From an optimization exercise on the open Yosys and OpenROAD flow, aimed at small area, a short achievable clock period and few clock cycles per item; shortcuts taken in it are not production practice. At most, simulation tests tie the RTL to the original design; equivalence was not proved. Power is estimated from default activity; no workload was simulated.

## v6
## three_fan_duty_ramp_unit
module three_fan_duty_ramp_unit (
  input  logic        clk,
  input  logic        rst,
  input  logic        cfg_we,
  input  logic [15:0] cfg_data,
  input  logic        s_tvalid,
  output logic        s_tready,
  input  logic [15:0] s_tdata,    
  input  logic [3:0]  s_tuser,    
  output logic        m_tvalid,
  input  logic        m_tready,
  output logic [31:0] m_tdata,    
  output logic [1:0]  m_tuser     
);
clock: 7.5 ns
lec_check: 0
cap_margin: 20
core_margin: 2
core_utilization: 40
place_density: 0.6
setup_slack_margin: 4.0
slew_margin: 20
standard.sh (not shown) runs the stock make flow with config.mk's settings and CLKGATE_MAP_FILE= SYNTH_SCRIPT=/design/flow/synth_recipe.tcl, a recipe that flattens the netlist after the stock synthesis.
==> flow/flow/run.sh <==
#!/bin/bash
# Standard layout, except that the port buffers are sky130_fd_sc_hd__buf_4
# instead of the delay buffer buffer_ports picks on its own. Every input and
# output port still gets its buffer. The whole make output goes to
# standard.log in the work folder (ORFS keeps its per-step logs under orfs/).
set -euo pipefail
export BUFFER_PORTS_ARGS="-buffer_cell sky130_fd_sc_hd__buf_4"
bash standard.sh > standard.log 2>&1
v6 did not stop at any stage, and its layout met the timing, design-rule and antenna checks.
Setup changes, v6 to v7
-- flow/design.v --
<<< v6, line 453
  logic [28:0] data_r;
  always_ff @(posedge clk) begin
    if (out_free) begin
      data_r  <= {t2x ? 10'd0 : ramp[2], t1x ? 9'd0 : ramp[1][8:0], ramp[0]};
      m_tuser <= {t2x, t1x};
>>> v7, line 453
  logic [28:0] data_r;
  always_ff @(posedge clk) begin
    if (tick_go) begin
      data_r  <= {t2x ? 10'd0 : ramp[2], t1x ? 9'd0 : ramp[1][8:0], ramp[0]};
      m_tuser <= {t2x, t1x};
[summary]
- According to the power report, total power for v7 is lower than for v6.
- Portion of the clock cycle consumed by the worst path in the final layout delta (v7 -> v6): insignificant
- There was hardly any difference in clock period minus final worst setup slack between v6 and v7.
- Comparing v7 and v6, the higher clock group share of total power was measured on v7.
- The higher global-route usage of v7 and v6 is in v6.
- v7: via count 3.1% below v6
- In v7, the multi-input combinational cell count came out about 3.6% below the value in v6.
- Diff v6 -> v7: met1 track utilization from global routing +0.32 points; reported leakage power went down; count of cells resized by post-cts repair went up by about 9%; final cell area excluding filler cells fell 820 um2.
- Non-clock buffer count ends up higher on v7.
Testbench counts of v7, summed over its fixed seeds: cycles 8,734, items 2,684.
Function not checked in v6: the RTL went through the layout flow alone.

three_fan_duty_ramp_unit, a different RTL version from the one above (not shown whole).
Size in the first run: roughly 3100 cells after synthesis, about 350 flip-flops, ~77 I/O pins, ~28000 um2 of cells after synthesis.
Settings: LEC_CHECK=0, CAP_MARGIN=20, CORE_MARGIN=2, CORE_UTILIZATION=40, PLACE_DENSITY=0.6, SETUP_SLACK_MARGIN=4.0, SLEW_MARGIN=20; clock period 7.5 ns.
Scripts as last shown in full above: flow/flow/run.sh
Next try:
--- a/flow/design.v
+++ b/flow/design.v
@@ -9,40 +9,44 @@
   localparam logic [2:0] PH_IDLE = 3'd0;   
   localparam logic [2:0] PH_MOD1 = 3'd1;   
   localparam logic [2:0] PH_MOD2 = 3'd2;   
   localparam logic [2:0] PH_INIT = 3'd3;   
   localparam logic [2:0] PH_STEP = 3'd4;   
   localparam logic [2:0] PH_FIN  = 3'd5;   
 endpackage
 module tfdr_divider (
   input  logic [15:0] rem,
   input  logic [15:0] mrem,
   input  logic        mbit,
   input  logic [16:0] ela,
+  input  logic [18:0] ed1,
+  input  logic [18:0] ed2,
   input  logic [15:0] dur,
   output logic [1:0]  qd,
   output logic [15:0] rem_n,
   output logic        abit,
   output logic [15:0] mrem_n
 );
   logic [18:0] base;
   logic [18:0] c0;
+  logic [18:0] c1;
   logic [18:0] s0;
   logic [18:0] s1;
   logic [18:0] s2;
   assign base = {2'b0, rem, 1'b0};
   assign c0   = mbit ? {2'b0, ela} : 19'd0;
+  assign c1   = mbit ? ed1 : ~{3'b0, dur};
   assign s0   = base + c0;
-  assign s1   = base + c0 - {3'b0, dur};
-  assign s2   = base + c0 - {2'b0, dur, 1'b0};
+  assign s1   = base + c1 + {18'd0, !mbit};
+  assign s2   = base + ed2;
   always_comb begin
     if (mbit && !s2[18]) begin
       qd    = 2'd2;
       rem_n = s2[15:0];
     end else if (!s1[18]) begin
       qd    = 2'd1;
       rem_n = s1[15:0];
     end else begin
       qd    = 2'd0;
       rem_n = s0[15:0];
     end
   end
@@ -84,24 +88,26 @@
   logic [3:0]  cnt;
   logic        first;
   logic        mbit;    
   logic [1:0]  efan;
   logic [2:0]  dirty;
   logic        bg;      
   logic        spass;   
   logic [15:0] er;      
   logic [15:0] em;      
   logic [8:0]  eb;      
   logic [8:0]  eq;      
   logic        esg;     
+  logic [18:0] ed1;     
+  logic [18:0] ed2;     
   logic        pend;
   logic [1:0] cmd;
   logic [1:0] fan_in;
   logic       acc;
   logic       tick_acc;
   logic       rst_acc;
   logic       set_acc;
   logic       out_free;
   logic       tick_go;
   logic       clean;
   assign cmd      = s_tuser[1:0];
   assign fan_in   = s_tuser[3:2];
@@ -125,24 +131,28 @@
   assign tv[2] = t2x ? 11'h7FF : {2'b00, t2};
   assign pv[0] = {2'b00, p0};
   assign pv[1] = p1x ? 11'h7FF : {3'b000, p1};
   assign pv[2] = p2x ? 11'h7FF : {2'b00, p2};
   always_ff @(posedge clk) begin
     if (rst) begin
       dur <= '0;
     end else if (cfg_we) begin
       dur <= cfg_data;
     end
   end
   always_ff @(posedge clk) begin
+    ed1 <= {2'b00, elapsed} - {3'b000, dur};
+    ed2 <= {2'b00, elapsed} - {2'b00, dur, 1'b0};
+  end
+  always_ff @(posedge clk) begin
     if (rst) begin
       elapsed <= '0;
     end else if (rst_acc) begin
       elapsed <= '0;
     end else if (tick_go && elapsed != tfdr_pkg::ELAPSED_MAX) begin
       elapsed <= elapsed + 1'b1;
     end
   end
   logic        tk_c  [3];
   logic [16:0] tk_e  [3];
   logic [9:0]  tk_a  [3];
   logic [9:0]  tk_y  [3];
@@ -172,24 +182,26 @@
   assign last  = (cnt == 4'd0);
   assign sel_t   = tv[efan];
   assign sel_p   = pv[efan];
   assign dif_a   = sel_t - sel_p;
   assign dif_b   = sel_p - sel_t;
   assign mag_neg = dif_a[10];
   assign mag     = mag_neg ? dif_b[8:0] : dif_a[8:0];
   tfdr_divider u_div (
     .rem    (er),
     .mrem   (em),
     .mbit   (mbit),
     .ela    (elapsed),
+    .ed1    (ed1),
+    .ed2    (ed2),
     .dur    (dur),
     .qd     (qd),
     .rem_n  (er_n),
     .abit   (abit),
     .mrem_n (em_n)
   );
   assign step_en = first ? mag[8] : 1'b1;
   assign eq_n    = {eq[7:0], 1'b0} + {7'd0, qd};
   logic [12:0] mod_z;
   logic [8:0]  mod_r;
   logic [11:0] mod_c [4];
   assign mod_z = {er[15:10], 6'd0} - {5'd0, er[15:10], 2'd0} + {7'd0, er[15:10]} + {3'd0, er[9:0]};
@@ -427,19 +439,19 @@
       end else if (m_tready) begin
         m_tvalid <= 1'b0;
       end
       if (tick_acc && !tick_go) begin
         pend <= 1'b1;
       end else if (tick_go) begin
         pend <= 1'b0;
       end
     end
   end
   logic [28:0] data_r;
   always_ff @(posedge clk) begin
-    if (tick_go) begin
+    if (out_free) begin
       data_r  <= {t2x ? 10'd0 : ramp[2], t1x ? 9'd0 : ramp[1][8:0], ramp[0]};
       m_tuser <= {t2x, t1x};
     end
   end
   assign m_tdata = {3'b000, data_r};
 endmodule
Result: The changed run completed with no timing, DRC or antenna violations; die area goes up by 5.1%; count of clock-buffer cells in the layout goes up by 16; via count goes up by 2.9%; register-to-register slack improved by 0.95 ns; total power goes down by 3.7%; clock skew goes up by 0.015 ns; sequential share of layout area goes up by 1.7 points; final cell count goes up by 3.2%; worst setup slack improved by 0.95 ns; synthesized area goes up by 5.2%; combinational power goes down by about 9%.
Function was not checked in any run of this note: the RTL went through the layout flow alone.

static timing again, ports no longer ideal:
Ports are ideal in the flow. The routed layouts listed here were re-timed in OpenROAD.
Step 1 sets driving cells, clkbuf_16 on the clock port and buf_2 on the other inputs (assumed; they add their load-dependent delay and slew).
Step 2 times the ports against the registers' clock, not the clock port: input delays grow and output delays shrink by t, the midpoint of the rising clock arrivals with the driver on.
Slacks: ideal ports / drivers / drivers and shift; pairs: ideal ports / drivers.
run | t (ns) | setup WS [ns] | slew at the worst register clock pin (ns) | pins driven straight from the clock port
v6 | 0.681 | 3.974 / 3.974 / 3.510 | 0.06 / 0.06 | 1
v7 | 0.646 | 3.975 / 3.975 / 3.597 | 0.07 / 0.07 | 1
the first run of note 2 | 0.642 | 2.710 / 2.710 / 2.710 | 0.07 / 0.07 | 1
the second run of note 2 | 0.676 | 3.657 / 3.657 / 3.408 | 0.06 / 0.06 | 1
After both steps every run listed still meets setup and hold. For v6, which loses most, drivers alone change the setup slack by 0.000 ns; drivers and shift together by -0.464 ns.
